Source: an optimization exercise on an open RTL-to-GDS flow (aim: small area, a short achievable clock period and few clock cycles per item). Production flows keep margins and buffers that such runs may drop. In this exercise RTL edits were held to simulation tests only and were not proved equivalent to the original. Power figures rest on the tool's default switching activity, not on a simulated workload.

### flow/flow/run.sh
#!/bin/bash
# The standard layout (standard.sh); timing repair aims for a setup slack of 8.3 ns
# at the design's own clock and constraints. Output goes to standard.log.
set -o pipefail
export SETUP_SLACK_MARGIN=8.3
bash standard.sh > standard.log 2>&1
### flow/standard.sh
#!/bin/bash
# synth_recipe.tcl (not shown) runs the flow's synth.tcl, then flattens the netlist and writes it again
# the make line also repeats each setting of config.mk as NAME=value (left out here)
make -C /OpenROAD-flow-scripts/flow DESIGN_CONFIG=/design/flow/config.mk WORK_HOME=/design/flow/orfs CLKGATE_MAP_FILE= SYNTH_SCRIPT=/design/flow/synth_recipe.tcl "${@:-finish}"
### flow/config.mk
export PLATFORM = sky130hd
export DESIGN_NAME = blob_slot_tracker
export DESIGN_NICKNAME = blob_slot_tracker
export VERILOG_FILES = /design/flow/design.v
export SDC_FILE = /design/flow/constraint.sdc
export NUM_CORES = 4
export LEC_CHECK = 0
export CAP_MARGIN = 20
export CORE_MARGIN = 2
export CORE_UTILIZATION = 40
export SLEW_MARGIN = 20
### flow/constraint.sdc
create_clock -name core_clock -period 13.0 [get_ports {clk}]
set_input_delay 2.6000 -clock core_clock [delete_from_list [all_inputs] [get_ports {clk}]]
set_output_delay 2.6000 -clock core_clock [all_outputs]
set_load 0.01 [all_outputs]
### flow/design.v
package bst_pkg;
  localparam int MAX_SLOTS   = 16;
  localparam int COORD_W     = 12;
  localparam int SLOT_W      = (MAX_SLOTS > 1) ? $clog2(MAX_SLOTS) : 1;
  localparam int CNT_W       = $clog2(MAX_SLOTS + 1);
  localparam int CFG_SLOTS_W = 5;
  localparam int N_W         = (CNT_W > CFG_SLOTS_W) ? CNT_W : CFG_SLOTS_W;
  localparam int RADIUS_W    = 8;
  localparam int CAP_W       = 6;
  localparam int ENERGY_W    = 8;
  localparam int IDX_OUT_W   = 4;
  localparam int STATUS_W    = 2;
  localparam int CFG_IDX_W   = 2;
  localparam int CFG_DATA_W  = 8;
  localparam int R2_W        = 2 * RADIUS_W;
  localparam int D2_W        = 2 * COORD_W + 1;
  localparam logic [STATUS_W-1:0] ST_TICK  = 2'd0;
  localparam logic [STATUS_W-1:0] ST_MATCH = 2'd1;
  localparam logic [STATUS_W-1:0] ST_CLAIM = 2'd2;
  localparam logic [STATUS_W-1:0] ST_DROP  = 2'd3;
  localparam logic [CFG_IDX_W-1:0] REG_SLOTS  = 2'd0;
  localparam logic [CFG_IDX_W-1:0] REG_RADIUS = 2'd1;
  localparam logic [CFG_IDX_W-1:0] REG_CAP    = 2'd2;
  localparam logic [CFG_SLOTS_W-1:0] RST_SLOTS  = 5'd16;
  localparam logic [RADIUS_W-1:0]    RST_RADIUS = 8'd5;
  localparam logic [CAP_W-1:0]       RST_CAP    = 6'd20;
  localparam logic signed [ENERGY_W-1:0] ENERGY_GAIN  = 8'sd2;
  localparam logic signed [ENERGY_W-1:0] ENERGY_DECAY = 8'sd1;
  typedef struct packed {
    logic start;
    logic tick_step;
    logic det_step;
    logic claim;
    logic load_out;
  } bst_cmd_t;
  typedef struct packed {
    logic empty;
    logic last;
    logic hit;
    logic out_free;
  } bst_stat_t;
endpackage
import bst_pkg::*;
module blob_slot_tracker (
  input  logic                       clk,
  input  logic                       rst,
  input  logic                       req_valid,
  output logic                       req_ready,
  input  logic                       req_type,
  input  logic [COORD_W-1:0]         req_det_x,
  input  logic [COORD_W-1:0]         req_det_y,
  output logic                       rsp_valid,
  input  logic                       rsp_ready,
  output logic [STATUS_W-1:0]        rsp_status,
  output logic [IDX_OUT_W-1:0]       rsp_slot_index,
  output logic signed [ENERGY_W-1:0] rsp_slot_energy,
  input  logic                       cfg_valid,
  output logic                       cfg_ready,
  input  logic [CFG_IDX_W-1:0]       cfg_index,
  input  logic [CFG_DATA_W-1:0]      cfg_data
);
  localparam int S  = MAX_SLOTS;
  localparam int TW = R2_W + 2;       
  localparam int CB = 6;              
  localparam int GW = COORD_W - CB;   
  localparam int DW = 10;             
  assign cfg_ready = 1'b1;
  function automatic logic geq(input logic [COORD_W-1:0] a, input logic [COORD_W-1:0] b);
    logic ge;
    ge = 1'b1;
    for (int i = 0; i < COORD_W; i++) ge = (a[i] == b[i]) ? ge : a[i];
    geq = ge;
  endfunction
  function automatic logic [COORD_W:0] ksadd(input logic [COORD_W:0] a, input logic [COORD_W:0] b,
                                             input logic cin);
    logic [COORD_W:0] g, p, gg, pp, gn, pn;
    g = a & b;
    p = a ^ b;
    gg = g;
    gg[0] = g[0] | (p[0] & cin);
    pp = p;
    for (int k = 0; k < 4; k++) begin
      gn = gg;
      pn = pp;
      for (int i = 0; i <= COORD_W; i++) begin
        if (i >= (1 << k)) begin
          gn[i] = gg[i] | (pp[i] & gg[i - (1 << k)]);
          pn[i] = pp[i] & pp[i - (1 << k)];
        end
      end
      gg = gn;
      pp = pn;
    end
    ksadd = p ^ {gg[COORD_W-1:0], cin};
  endfunction
  function automatic logic ge8(input logic [7:0] a, input logic [7:0] b);
    logic [COORD_W:0] t;
    t = ksadd({5'b0, a}, ~{5'b0, b}, 1'b1);
    ge8 = !t[COORD_W];
  endfunction
  function automatic logic [1:0] dclass(input logic [DW-1:0] a, input logic [DW-1:0] b,
                                        input logic [7:0] t8, input logic [7:0] r8);
    logic [COORD_W:0] dd, ee;
    logic             in_d, in_e, out_d, out_e;
    dd = ksadd((COORD_W+1)'(a), (COORD_W+1)'(~b), 1'b1);
    ee = ksadd((COORD_W+1)'(b), (COORD_W+1)'(~a), 1'b1);
    in_d  = !dd[8] && ge8(t8, dd[7:0]);
    in_e  = !ee[8] && ge8(t8, ee[7:0]);
    out_d = dd[8] || ge8(dd[7:0], r8);
    out_e = ee[8] || ge8(ee[7:0], r8);
    dclass = dd[DW-1] ? {out_e, in_e} : {out_d, in_d};
  endfunction
  function automatic logic [2*GW-1:0] window(input logic [COORD_W-1:0] c,
                                             input logic [RADIUS_W-1:0] rr);
    logic [COORD_W:0] lo, hi;
    lo = ksadd({1'b0, c}, ~{{(COORD_W-RADIUS_W+1){1'b0}}, rr}, 1'b1);
    hi = ksadd({1'b0, c}, {{(COORD_W-RADIUS_W+1){1'b0}}, rr}, 1'b0);
    window[2*GW-1:GW] = lo[COORD_W] ? '0 : lo[COORD_W-1:CB];
    window[GW-1:0]    = hi[COORD_W] ? '1 : hi[COORD_W-1:CB];
  endfunction
  function automatic logic inwin(input logic [2*GW-1:0] w, input logic [COORD_W-1:0] c);
    inwin = geq(COORD_W'(c[COORD_W-1:CB]), COORD_W'(w[2*GW-1:GW])) &&
            geq(COORD_W'(w[GW-1:0]), COORD_W'(c[COORD_W-1:CB]));
  endfunction
  function automatic logic [7:0] absdiff8(input logic [DW-1:0] a, input logic [DW-1:0] b);
    logic [DW-1:0] d, e, m;
    logic [COORD_W:0] dd, ee;
    dd = ksadd((COORD_W+1)'(a), (COORD_W+1)'(~b), 1'b1);
    ee = ksadd((COORD_W+1)'(b), (COORD_W+1)'(~a), 1'b1);
    d = dd[DW-1:0];
    e = ee[DW-1:0];
    m = d[DW-1] ? e : d;
    absdiff8 = m[8] ? 8'hff : m[7:0];
  endfunction
  function automatic logic [S-1:0] lowest(input logic [S-1:0] m);
    logic [S-1:0] seen;
    seen[0] = 1'b0;
    for (int j = 1; j < S; j++) seen[j] = seen[j-1] | m[j-1];
    lowest = m & ~seen;
  endfunction
  function automatic logic [S-1:0] below(input logic [S-1:0] oh);
    for (int j = 0; j < S; j++) begin
      below[j] = !(|oh);
      for (int k = j + 1; k < S; k++) below[j] = below[j] | oh[k];
    end
  endfunction
  function automatic logic [SLOT_W-1:0] enc(input logic [S-1:0] oh);
    enc = '0;
    for (int j = 0; j < S; j++) if (oh[j]) enc = enc | SLOT_W'(j);
  endfunction
  logic [CFG_SLOTS_W-1:0] slots_in_use;
  logic [RADIUS_W-1:0]    radius;
  logic [CAP_W-1:0]       cap;
  always_ff @(posedge clk) begin
    if (rst) begin
      slots_in_use <= RST_SLOTS;
      radius       <= RST_RADIUS;
      cap          <= RST_CAP;
    end else if (cfg_valid) begin
      unique case (cfg_index)
        REG_SLOTS:  slots_in_use <= cfg_data[CFG_SLOTS_W-1:0];
        REG_RADIUS: radius       <= cfg_data[RADIUS_W-1:0];
        REG_CAP:    cap          <= cfg_data[CAP_W-1:0];
        default: begin
        end
      endcase
    end
  end
  logic                rnz;
  logic [RADIUS_W-1:0] rm1;     
  assign rm1 = radius - RADIUS_W'(1);
  logic [RADIUS_W-1:0] tin;     
  always_ff @(posedge clk) begin
    rnz <= |radius;
    tin <= RADIUS_W'(({4'b0, radius} + {3'b0, radius, 1'b0} + {1'b0, radius, 3'b0}) >> 4);
  end
  logic [S-1:0] slot_en;
  always_comb begin
    for (int j = 0; j < S; j++) slot_en[j] = (N_W'(slots_in_use) > N_W'(j));
  end
  logic signed [ENERGY_W-1:0] cap_s;
  logic signed [ENERGY_W-1:0] claim_e;
  assign cap_s   = $signed({{(ENERGY_W-CAP_W){1'b0}}, cap});
  assign claim_e = (|cap) ? ENERGY_GAIN : '0;
  logic [S-1:0]                     act;
  logic [S-1:0][COORD_W-1:0]        sx;
  logic [S-1:0][COORD_W-1:0]        sy;
  logic [S-1:0][ENERGY_W-1:0]       se;      
  logic [ENERGY_W-1:0]              tcnt, tm1;
  logic               sk_v, sk_t;
  logic [COORD_W-1:0] sk_x, sk_y;
  logic               p1_v, p1_t;
  logic [COORD_W-1:0] p1_x, p1_y;
  logic [2*GW-1:0]    p1_wx, p1_wy;
  logic               p2_v, p2_t, p2_pst;
  logic               p2_fb;      
  logic [COORD_W-1:0] p2_x, p2_y;
  logic [S-1:0]       p2_m, p2_c;
  logic [DW-1:0]      p2_cx, p2_cy;
  logic               p3_v, p3_t, p3_pst, p3_ra, p3_rb;
  logic [COORD_W-1:0] p3_x, p3_y;
  logic [S-1:0]       p3_m;       
  logic [S-1:0]       p3_c;       
  logic [7:0]         p3_ax, p3_ay;
  logic               p3_oc;      
  logic               p3_sm;      
  logic               p3_fb;      
  logic               p3_of;      
  logic [DW-1:0]      rcx, rcy;   
  logic               xb, xd;
  logic [1:0]         xph;
  logic [TW-1:0]      xacc;
  logic [15:0]        xsh;
  logic [7:0]         xmq;
  logic [S-1:0]       last_upd;   
  logic               osk_v;
  logic [STATUS_W-1:0]  osk_st;
  logic [IDX_OUT_W-1:0] osk_idx;
  logic [ENERGY_W-1:0]  osk_en;
  logic complete, adv2, adv1, p1_ld;
  assign adv2      = !p3_v || complete;
  assign adv1      = (!p2_v || adv2) && !p3_ra;
  assign p1_ld     = !p1_v || adv1;
  assign req_ready = !sk_v;
  logic               in_t;
  logic [COORD_W-1:0] in_x, in_y;
  assign in_t = sk_v ? sk_t : req_type;
  assign in_x = sk_v ? sk_x : req_det_x;
  assign in_y = sk_v ? sk_y : req_det_y;
  logic [S-1:0]       box1, pk_m, pk_c;
  logic               box13;    
  logic [DW-1:0]      pk_cx, pk_cy;
  always_comb begin
    for (int j = 0; j < S; j++)
      box1[j] = p1_t && rnz && act[j] && inwin(p1_wx, sx[j]) && inwin(p1_wy, sy[j]);
  end
  assign box13 = p1_t && rnz && inwin(p1_wx, p3_x) && inwin(p1_wy, p3_y);
  logic box12;
  assign box12 = p1_t && rnz && inwin(p1_wx, p2_x) && inwin(p1_wy, p2_y);
  assign pk_m = p3_ra ? p3_m : box1;
  assign pk_c = lowest(pk_m);
  always_comb begin
    pk_cx = '0;
    pk_cy = '0;
    for (int j = 0; j < S; j++) begin
      pk_cx = pk_cx | ({DW{pk_c[j]}} & sx[j][DW-1:0]);
      pk_cy = pk_cy | ({DW{pk_c[j]}} & sy[j][DW-1:0]);
    end
  end
  logic [COORD_W-1:0] d_x, d_y;
  logic [DW-1:0]      d_cx, d_cy;
  logic [7:0]         d_ax, d_ay;
  logic               d_oc, d_sm;
  logic [1:0]         d_kx, d_ky;
  assign d_x  = p3_rb ? p3_x : p2_x;
  assign d_y  = p3_rb ? p3_y : p2_y;
  assign d_cx = p3_rb ? rcx : p2_cx;
  assign d_cy = p3_rb ? rcy : p2_cy;
  assign d_ax = absdiff8(d_x[DW-1:0], d_cx);
  assign d_ay = absdiff8(d_y[DW-1:0], d_cy);
  assign d_kx = dclass(d_x[DW-1:0], d_cx, tin, radius);
  assign d_ky = dclass(d_y[DW-1:0], d_cy, tin, radius);
  assign d_oc = d_kx[0] && d_ky[0];
  assign d_sm = d_kx[1] || d_ky[1];
  logic       fb2, of2;
  assign fb2 = p2_fb;
  logic [1:0] f_kx, f_ky;
  assign f_kx = dclass(p2_x[DW-1:0], p3_x[DW-1:0], tin, radius);
  assign f_ky = dclass(p2_y[DW-1:0], p3_y[DW-1:0], tin, radius);
  assign of2  = f_kx[0] && f_ky[0];
  logic [S-1:0] s_oh, rem, free_oh;
  logic         sv, cs, cv, act_c, crel, s_below_c, c_below_s, rem_below_s, rem_any;
  logic         q_sv, q_cv, q_cs, q_actc, q_sbc, q_rany, q_rbs;
  logic [ENERGY_W-1:0] q_bc, q_bs;
  logic         kc, vc, hs, su, hc, rsu, unc, rfull;
  logic         sel_s, sel_c, nomatch, has_free, rpl, base, tick_done;
  logic [ENERGY_W-1:0]        b_c, b_s, nb_c, nb_s, new_b, claim_b, b_rc;
  always_comb begin
    b_rc = '0;
    for (int j = 0; j < S; j++) b_rc = b_rc | ({ENERGY_W{p3_c[j]}} & se[j]);
  end
  logic signed [ENERGY_W-1:0] e_c, e_s, he_c, he_s;
  assign s_oh      = last_upd;
  assign sv        = q_sv;
  assign cv        = q_cv;
  assign b_c       = q_bc;
  assign b_s       = q_bs;
  assign cs        = q_cs;
  assign act_c     = q_actc;
  assign crel      = cv && !cs && act_c;       
  assign s_below_c = q_sbc;
  assign c_below_s = cv && !cs && !s_below_c;
  assign kc        = p3_oc || p3_sm || xd;
  assign vc        = p3_oc || (xd && !xacc[TW-1]);
  assign hc        = crel && vc;
  assign hs        = sv && p3_fb && p3_of;
  assign su        = sv && p3_fb && !p3_of;
  assign rsu       = su && !(crel && kc && vc && c_below_s);
  assign rfull     = rsu || p3_pst;
  assign unc       = !rfull && crel && !kc;
  assign rem         = p3_m & ~p3_c & ~s_oh & act;
  assign rem_any     = q_rany;
  assign rem_below_s = q_rbs;
  assign sel_s    = hs && (s_below_c || cs || (!hc && !rem_below_s));
  assign sel_c    = hc && !(hs && (s_below_c || cs));
  assign nomatch  = !sel_s && !sel_c && !rem_any;
  assign rpl      = !sel_s && !sel_c && rem_any;
  assign free_oh  = lowest(~act & slot_en);
  assign has_free = |(~act & slot_en);
  assign base      = p3_v && !p3_ra && !p3_rb && !osk_v;
  assign complete  = base && !(p3_t && (rfull || unc || rpl));
  assign tick_done = base && !p3_t;
  assign e_c     = $signed(b_c - tcnt);
  assign e_s     = $signed(b_s - tcnt);
  assign he_c    = (e_c < cap_s) ? e_c + ENERGY_GAIN : e_c;
  assign he_s    = (e_s < cap_s) ? e_s + ENERGY_GAIN : e_s;
  assign nb_c    = (e_c < cap_s) ? b_c + ENERGY_W'(ENERGY_GAIN) : b_c;
  assign nb_s    = (e_s < cap_s) ? b_s + ENERGY_W'(ENERGY_GAIN) : b_s;
  assign claim_b = tcnt + claim_e;
  assign new_b   = sel_s ? nb_s : (sel_c ? nb_c : claim_b);
  logic [S-1:0] upd;
  logic         g_upd;
  assign g_upd = base && p3_t && !rfull && !unc;
  assign upd = (base && p3_t && !rfull && !unc) ? (({S{sel_s}} & s_oh) | ({S{sel_c}} & p3_c) |
                                                   ({S{nomatch}} & free_oh)) : '0;
  logic [S-1:0] kill;
  always_comb begin
    for (int j = 0; j < S; j++) kill[j] = tick_done && act[j] && (se[j][6:0] == tm1[6:0]);
  end
  logic [STATUS_W-1:0]  r_st;
  logic [IDX_OUT_W-1:0] r_idx;
  logic [ENERGY_W-1:0]  r_en;
  always_comb begin
    if (!p3_t) begin
      r_st = ST_TICK;  r_idx = '0;                       r_en = '0;
    end else if (sel_s) begin
      r_st = ST_MATCH; r_idx = IDX_OUT_W'(enc(s_oh));    r_en = he_s;
    end else if (sel_c) begin
      r_st = ST_MATCH; r_idx = IDX_OUT_W'(enc(p3_c));    r_en = he_c;
    end else if (has_free) begin
      r_st = ST_CLAIM; r_idx = IDX_OUT_W'(enc(free_oh)); r_en = claim_e;
    end else begin
      r_st = ST_DROP;  r_idx = '0;                       r_en = '0;
    end
  end
  logic         w_s, w_c, w_f;
  logic [S-1:0] n_a0, n_r0, n_bc;
  logic         n_cs, n_sbc, n_rany, n_rbs;
  logic [ENERGY_W-1:0] n_b;
  assign w_s  = g_upd && sel_s;
  assign w_c  = g_upd && sel_c;
  assign w_f  = g_upd && nomatch && has_free;
  assign n_a0 = act & ~kill;
  assign n_r0 = p2_m & ~p2_c & n_a0;
  assign n_bc = below(p2_c);
  assign n_cs   = (w_s && |(p2_c & s_oh)) || (w_c && |(p2_c & p3_c)) || (w_f && |(p2_c & free_oh));
  assign n_sbc  = (w_s && |(s_oh & n_bc)) || (w_c && |(p3_c & n_bc)) || (w_f && |(free_oh & n_bc));
  assign n_rany = (w_s ? |(n_r0 & ~s_oh) : 1'b0) || (w_c ? |(n_r0 & ~p3_c) : 1'b0) ||
                  (w_f ? |(n_r0 & ~free_oh) : 1'b0) || (!w_s && !w_c && !w_f && |n_r0);
  assign n_rbs  = (w_s && |(n_r0 & ~s_oh & below(s_oh))) || (w_c && |(n_r0 & ~p3_c & below(p3_c))) ||
                  (w_f && |(n_r0 & ~free_oh & below(free_oh)));
  always_comb begin
    n_b = '0;
    for (int j = 0; j < S; j++) n_b = n_b | ({ENERGY_W{p2_c[j]}} & se[j]);
  end
  always_ff @(posedge clk) begin
    if (adv2) begin
      q_sv   <= w_s || w_c || w_f;
      q_cv   <= |p2_c;
      q_cs   <= n_cs;
      q_actc <= |(p2_c & n_a0) || n_cs;
      q_sbc  <= n_sbc;
      q_rany <= n_rany;
      q_rbs  <= n_rbs;
      q_bc   <= n_b;
      q_bs   <= new_b;
    end else if (p3_rb) begin
      q_sv   <= 1'b0;
      q_cv   <= |p3_c;
      q_cs   <= 1'b0;
      q_actc <= |(p3_c & act);
      q_sbc  <= 1'b0;
      q_rany <= |(p3_m & ~p3_c & act);
      q_rbs  <= 1'b0;
      q_bc   <= b_rc;
    end
  end
  logic [S-1:0] f_m;
  logic         f_stale;
  assign f_m      = (box1 & ~kill & ~upd) | (upd & {S{box13}});
  logic [S-1:0] pk_cb;
  assign pk_cb    = below(pk_c) | pk_c;
  assign f_stale  = g_upd && ((sel_s && ((box13 && |(s_oh & pk_cb)) || |(s_oh & pk_c))) ||
                              (sel_c && ((box13 && |(p3_c & pk_cb)) || |(p3_c & pk_c))) ||
                              (nomatch && ((box13 && |(free_oh & pk_cb)) || |(free_oh & pk_c))));
  always_ff @(posedge clk) begin
    if (rst) begin
      sk_v     <= 1'b0;
      p1_v     <= 1'b0;
      p2_v     <= 1'b0;
      p3_v     <= 1'b0;
      p3_ra    <= 1'b0;
      p3_rb    <= 1'b0;
      last_upd <= '0;
    end else begin
      if (p1_ld) begin
        p1_v <= sk_v || req_valid;
        sk_v <= 1'b0;
      end else if (req_valid && !sk_v) begin
        sk_v <= 1'b1;
      end
      if (adv1) p2_v <= p1_v;
      if (adv2) begin
        p3_v  <= p2_v;
        p3_ra <= 1'b0;
        p3_rb <= 1'b0;
      end else if (p3_ra) begin
        p3_ra <= 1'b0;
        p3_rb <= 1'b1;
      end else if (p3_rb) begin
        p3_rb <= 1'b0;
      end else if (base && p3_t && (rfull || (!unc && rpl))) begin
        p3_ra <= 1'b1;
      end
      if (adv2) last_upd <= upd;
      else if (p3_ra) last_upd <= '0;
    end
  end
  always_ff @(posedge clk) begin
    if (!sk_v) begin
      sk_t <= req_type;
      sk_x <= req_det_x;
      sk_y <= req_det_y;
    end
    if (p1_ld) begin
      p1_t  <= in_t;
      p1_x  <= in_x;
      p1_y  <= in_y;
      p1_wx <= window(in_x, rm1);
      p1_wy <= window(in_y, rm1);
    end
    if (adv1) begin
      p2_t   <= p1_t;
      p2_x   <= p1_x;
      p2_y   <= p1_y;
      p2_fb  <= p2_v ? box12 : box13;
      p2_m   <= f_m;
      p2_c   <= pk_c;
      p2_cx  <= pk_cx;
      p2_cy  <= pk_cy;
      p2_pst <= f_stale;
    end
    if (adv2) begin
      p3_t   <= p2_t;
      p3_x   <= p2_x;
      p3_y   <= p2_y;
      p3_m   <= p2_m;
      p3_c   <= p2_c;
      p3_pst <= p2_pst;
      p3_ax  <= d_ax;
      p3_ay  <= d_ay;
      p3_oc  <= d_oc;
      p3_sm  <= d_sm;
      p3_fb  <= fb2;
      p3_of  <= of2;
    end else if (p3_ra) begin
      p3_c   <= pk_c;
      rcx    <= pk_cx;
      rcy    <= pk_cy;
    end else if (p3_rb) begin
      p3_pst <= 1'b0;
      p3_ax  <= d_ax;
      p3_ay  <= d_ay;
      p3_oc  <= d_oc;
      p3_sm  <= d_sm;
    end else if (base && p3_t && rfull) begin
      p3_m <= (p3_m & act & ~s_oh) | ((sv && p3_fb) ? s_oh : '0);
    end else if (base && p3_t && !unc && rpl) begin
      p3_m <= rem | (hs ? s_oh : '0);
    end
  end
  always_ff @(posedge clk) begin
    if (rst) begin
      xb <= 1'b0;
      xd <= 1'b0;
    end else if (adv2 || p3_ra || p3_rb) begin
      xb <= 1'b0;
      xd <= 1'b0;
    end else if (xb) begin
      if (xmq[0]) xacc <= xacc + (TW'(xsh) ^ {TW{xph[1]}}) + TW'(xph[1]);
      if (|xmq[7:1]) begin
        xsh <= {xsh[14:0], 1'b0};
        xmq <= {1'b0, xmq[7:1]};
      end else if (xph == 2'd0) begin
        xph <= 2'd1;
        xsh <= {8'b0, p3_ay};
        xmq <= p3_ay;
      end else if (xph == 2'd1) begin
        xph <= 2'd2;
        xsh <= {8'b0, radius};
        xmq <= radius;
      end else begin
        xb <= 1'b0;
        xd <= 1'b1;
      end
    end else if (base && p3_t && unc && !xd) begin
      xb   <= 1'b1;
      xph  <= 2'd0;
      xacc <= TW'(1 << (TW - 1));
      xsh  <= {8'b0, p3_ax};
      xmq  <= p3_ax;
    end
  end
  always_ff @(posedge clk) begin
    if (rst) begin
      tcnt <= '0;
      tm1  <= '1;
    end else if (tick_done) begin
      tcnt <= tcnt + ENERGY_W'(1);
      tm1  <= tcnt;
    end
  end
  always_ff @(posedge clk) begin
    if (rst) begin
      act <= '0;
    end else begin
      for (int j = 0; j < S; j++) begin
        if (kill[j]) act[j] <= 1'b0;
        if (upd[j])  act[j] <= 1'b1;
      end
      if (cfg_valid && cfg_index == REG_SLOTS) act <= '0;
    end
  end
  always_ff @(posedge clk) begin
    for (int j = 0; j < S; j++) begin
      if (upd[j]) begin
        sx[j] <= p3_x;
        sy[j] <= p3_y;
        se[j] <= new_b;
      end
    end
  end
  always_ff @(posedge clk) begin
    if (rst) begin
      rsp_valid <= 1'b0;
      osk_v     <= 1'b0;
    end else if (osk_v) begin
      if (rsp_ready) begin
        rsp_status      <= osk_st;
        rsp_slot_index  <= osk_idx;
        rsp_slot_energy <= osk_en;
        osk_v           <= 1'b0;
      end
    end else if (complete) begin
      if (!rsp_valid || rsp_ready) begin
        rsp_valid       <= 1'b1;
        rsp_status      <= r_st;
        rsp_slot_index  <= r_idx;
        rsp_slot_energy <= r_en;
      end else begin
        osk_v   <= 1'b1;
        osk_st  <= r_st;
        osk_idx <= r_idx;
        osk_en  <= r_en;
      end
    end else if (rsp_ready) begin
      rsp_valid <= 1'b0;
    end
  end
endmodule
==> summary.txt <==
per-stage QoR:
stage	instances	worst slack, ns	utilization	hold slack (ns)
3_3_place_gp	6842	7.30	0.424	0.401
5_1_grt	7140	8.29	0.461	0.421
4_1_cts	7106	8.29	0.457	0.418
3_5_place_dp	6843	7.27	0.424	0.405
2_1_floorplan	5151	8.20	-	0.400
6_report	7144	8.34	0.461	0.417
layout make-up:
cell class | count | area, um^2 | area share
Sequential cell | 943 | 27200 | 0.435
Multi-Input combinational cell | 3594 | 25600 | 0.410
Clock buffer | 126 | 2660 | 0.0425
Timing Repair Buffer | 297 | 2590 | 0.0415
Tap cell | 1781 | 2230 | 0.0356
Inverter | 328 | 1290 | 0.0207
Clock inverter | 65 | 862 | 0.0138
Timing Repair inverter | 6 | 42.5 | 0.000680
Antenna cell | 4 | 10.0 | 0.000160
flip-flops by register name (all words and copies together) (netlist names), 16 cells and up:
name and cells:
sy 192, p2_m 16, act 16, sx 192, p3_m 16, se 128
last_upd 16, xsh 16, p3_c 16, p2_c 16, xacc 18
how the worst min path moves through the flow:
stage | startpoint | slack, ns | end | cells after the start
after floorplan | p1_x[0] | 0.40 | p2_x[0] | 0
after detailed placement | p1_x[2] | 0.40 | p2_x[2] | 0
after global placement | p1_y[9] | 0.40 | p2_y[9] | 0
after CTS | p1_x[0] | 0.42 | p2_x[0] | 0
after global routing | p1_x[0] | 0.42 | p2_x[0] | 0
final | p1_x[0] | 0.42 | p2_x[0] | 0
worst reg2reg max path, stage by stage, from the launching register on:
cell	delay (ns)
edfxtp_1	0.50
inv_2	0.32
maj3_1	0.27
a211oi_1	0.08
o221ai_1	0.65
o21ai_1	0.20
and4_1	0.31
a21boi_4	0.16
buf_4	0.57
mux2i_1	0.28
o21ai_0	0.11
a211oi_1	0.39
and3_1	0.22
o2111a_1	0.22
o221ai_2	0.11
layer usage:
layer  wire [um]  vias up  track usage
met4       17600        6        0.194
met5          80        -            0
li1            -    19647            -
met3       26600      918       0.0833
met2       95200     3363        0.465
met1       87400    22367        0.412
Yosys cell counts (24+ instances only):
master	count
a222oi_1	38
o211ai_1	39
mux2_2	46
o21a_1	51
a211oi_1	39
maj3_1	74
xnor2_1	178
a21o_1	33
inv_1	314
o22ai_1	62
edfxtp_1	833
nand3b_1	31
nor2b_1	170
and2_1	37
mux2i_1	68
dfxtp_1	110
clkbuf_1	213
a21oi_1	275
and3_1	40
a31oi_1	36
nand3_1	100
nand2b_1	142
nand2_1	368
o21bai_1	35
a221oi_1	95
buf_2	36
a22oi_1	168
nor4_1	37
ha_1	241
o21ai_0	249
xor2_1	72
nor3_1	90
nor2_1	279
a22o_1	43
nand4_1	83
buf_1	24
power by group:
| part | total (mW) | switching, mW | internal [mW] |
|---|---|---|---|
| clock network | 3.08 | 1.31 | 1.77 |
| registers | 3.49 | 0.103 | 3.38 |
| logic | 1.18 | 0.746 | 0.436 |
timing repair:
action / in CTS / in global routing
gates resized for setup: 61 / 78
endpoints found under the setup margin: 399 / 345
hold buffers: 0 / 0
cloned: 8 / 1
pin swaps: 18 / 23
setup buffers: 64 / 32
kinds of logic (layout without fill, tap and decap cells):
logic type | Yosys count | count (layout)
simple gates | 1467 | 1468
flops | 943 | 943
mux | 114 | 114
xor+xnor | 250 | 250
buf+inv | 616 | 822
fa+ha+maj | 350 | 350
other cells | 1 | 5
compound gates | 1410 | 1411
==> summary.txt <==
run status: timing/DRC/antenna clean
pin count of the biggest net entering global routing: 65
syn_nets: 5448
Hold Path Class: reg -> reg
crit share post-route: 0.358
detailed placement HPWL: 153000 um
CP startpoint kind: flop
Post-Synth XOR/XNOR Area: 0.0400
Num CTS Buffers: 101
clock sink total: 943
GRT Resource Usage Total: 0.315
main combinational cell family by area after synthesis: compound AO/OA/AOI/OAI gates
GP Congestion: 1.04
Gate Count Post-Synth: 5151
Cell Area, Synth: 0.0547 mm^2
WS Path Type: reg -> reg
R2R setup slack: 8.34 ns
nets: 5568
CP max stage delay: 0.65 ns
first-pass GRT wire length: 320000 um
commonest non-fill, non-tap cell in the layout: edfxtp_1
Die Y: 374 um
DRT Pass-1 Iters: 10
R2R cell count: 14
Fill cells: 12499
port bufs: 55
register clock-pin slew on the reported worst setup and hold paths: 0.06 ns
Cell Area, Placed: 0.0576 mm^2
CP cell instances: inv_2 -> maj3_1 -> a211oi_1 -> o221ai_1 -> o21ai_1 -> and4_1 -> a21boi_4 -> buf_4 -> mux2i_1 -> o21ai_0 -> a211oi_1 -> and3_1 -> o2111a_1 -> o221ai_2
Worst VDD drop: 0.000129 V
DR WL/cell: 31.8 um
Arr. time, crit path: 5.14 ns
layout cells sized above 1: 0.120
family with the most delay on the worst path: compound AO/OA/AOI/OAI gates
largest area contributor in the netlist: edfxtp_1
Synth top area share: 0.457
total die area: 0.140 mm^2
WL final: 227000 um
Max-slew headroom: 0.228
fin area: 0.0626 mm^2
Buf/Inv on CP: 2
r2r startpoint: p1_wy[1]
fmax: 0.215 GHz
clock insertion delay at the later pin of the skew report: 0.76 ns
Leak: 22.8 nW
synthesized flop and latch total: 943
Iteration-0 DRC Markers: 7142
Crit path top cell by count: a211oi_1
Synth cell types: 109
number of max-cap violations: 0
CP max-delay cell: o221ai_1
H-tree levels: 3
post-synthesis mux area share: 0.0219
R2R Path End: p2_pst
setup tns final: 0 ns
Crit. Startpoint: p1_wy[1]
sequential share of the synthesized area: 0.497
crit-path max FO: 45
dominant cells by area after synthesis: edfxtp_1, ha_1, dfxtp_1
CP Data Required Time: 13.48 ns
crit end category: flop
number of synthesized flops with an enable pin: 833
clk buf depth: 3
commonest non-fill, non-tap cells in the layout: edfxtp_1, nand2_1, inv_1, a21oi_1, nor2_1
Rows: 135
total congestion overflow: 0
post-synthesis simple-gate area fraction: 0.138
Final setup viols: 0
CTS tree: done
Avg Cell Area, Syn: 10.6 um^2
Starting Density: 0.403
core region area: 0.136 mm^2
Yosys Warn Count: 1
CP endpoint: p2_pst
Final Skew: 0.0276 ns
Die Wd: 374 um
Synth async-reset ratio: 0
vias in the first global route: 43770
Final Power: 7.75 mW
Post-synth top flop: edfxtp_1
Antenna Violating Nets Remaining: 0
Crit path depth: 14
Max Slew Vio Count: 0
Final Critical Period: 4.66 ns
routed via count: 46301
Cell Pwr Density: 124 mW/mm^2
initial antenna violation count: 8
Area growth syn-to-layout: 14.3%
Synth Area in Compound Gates: 0.180
num ports: 57
RSZ-0062 raised after global routing: no
clk root buf: clkbuf_16
residual DRC count: 0
worst slew pin tran: 1.16 ns
adder-cell share of the synthesized area: 0.0784
Final Hold Vio Count: 0
drt via density: 6.48
Testbench counts, summed over its fixed seeds: cycles 5,946, items 5,802.

## afterwards: timing with drivers on the ports
In the flow no input, the clock included, has a driving cell. The finished layout below was timed again as built, in two steps.
Step 1 assumes that a clkbuf_16 drives the clock port and a buf_2 every other input.
Step 2 times the ports against the registers' clock, not the clock port: input delays grow and output delays shrink by t, the midpoint of the rising clock arrivals with the driver on.
Slacks: ideal ports / drivers / drivers and shift; pairs: ideal ports / drivers.
t (ns): 0.826
setup slack, ns: 8.345 / 8.345 / 7.698
hold slack, ns: 0.417 / 0.417 / 0.417
worst setup path after step 2: input to register
worst slew at a driven data input, ns: 0.07
After both steps setup and hold are still met in this run. The setup slack of this run moves by 0.000 ns with the drivers and by -0.647 ns with both steps.
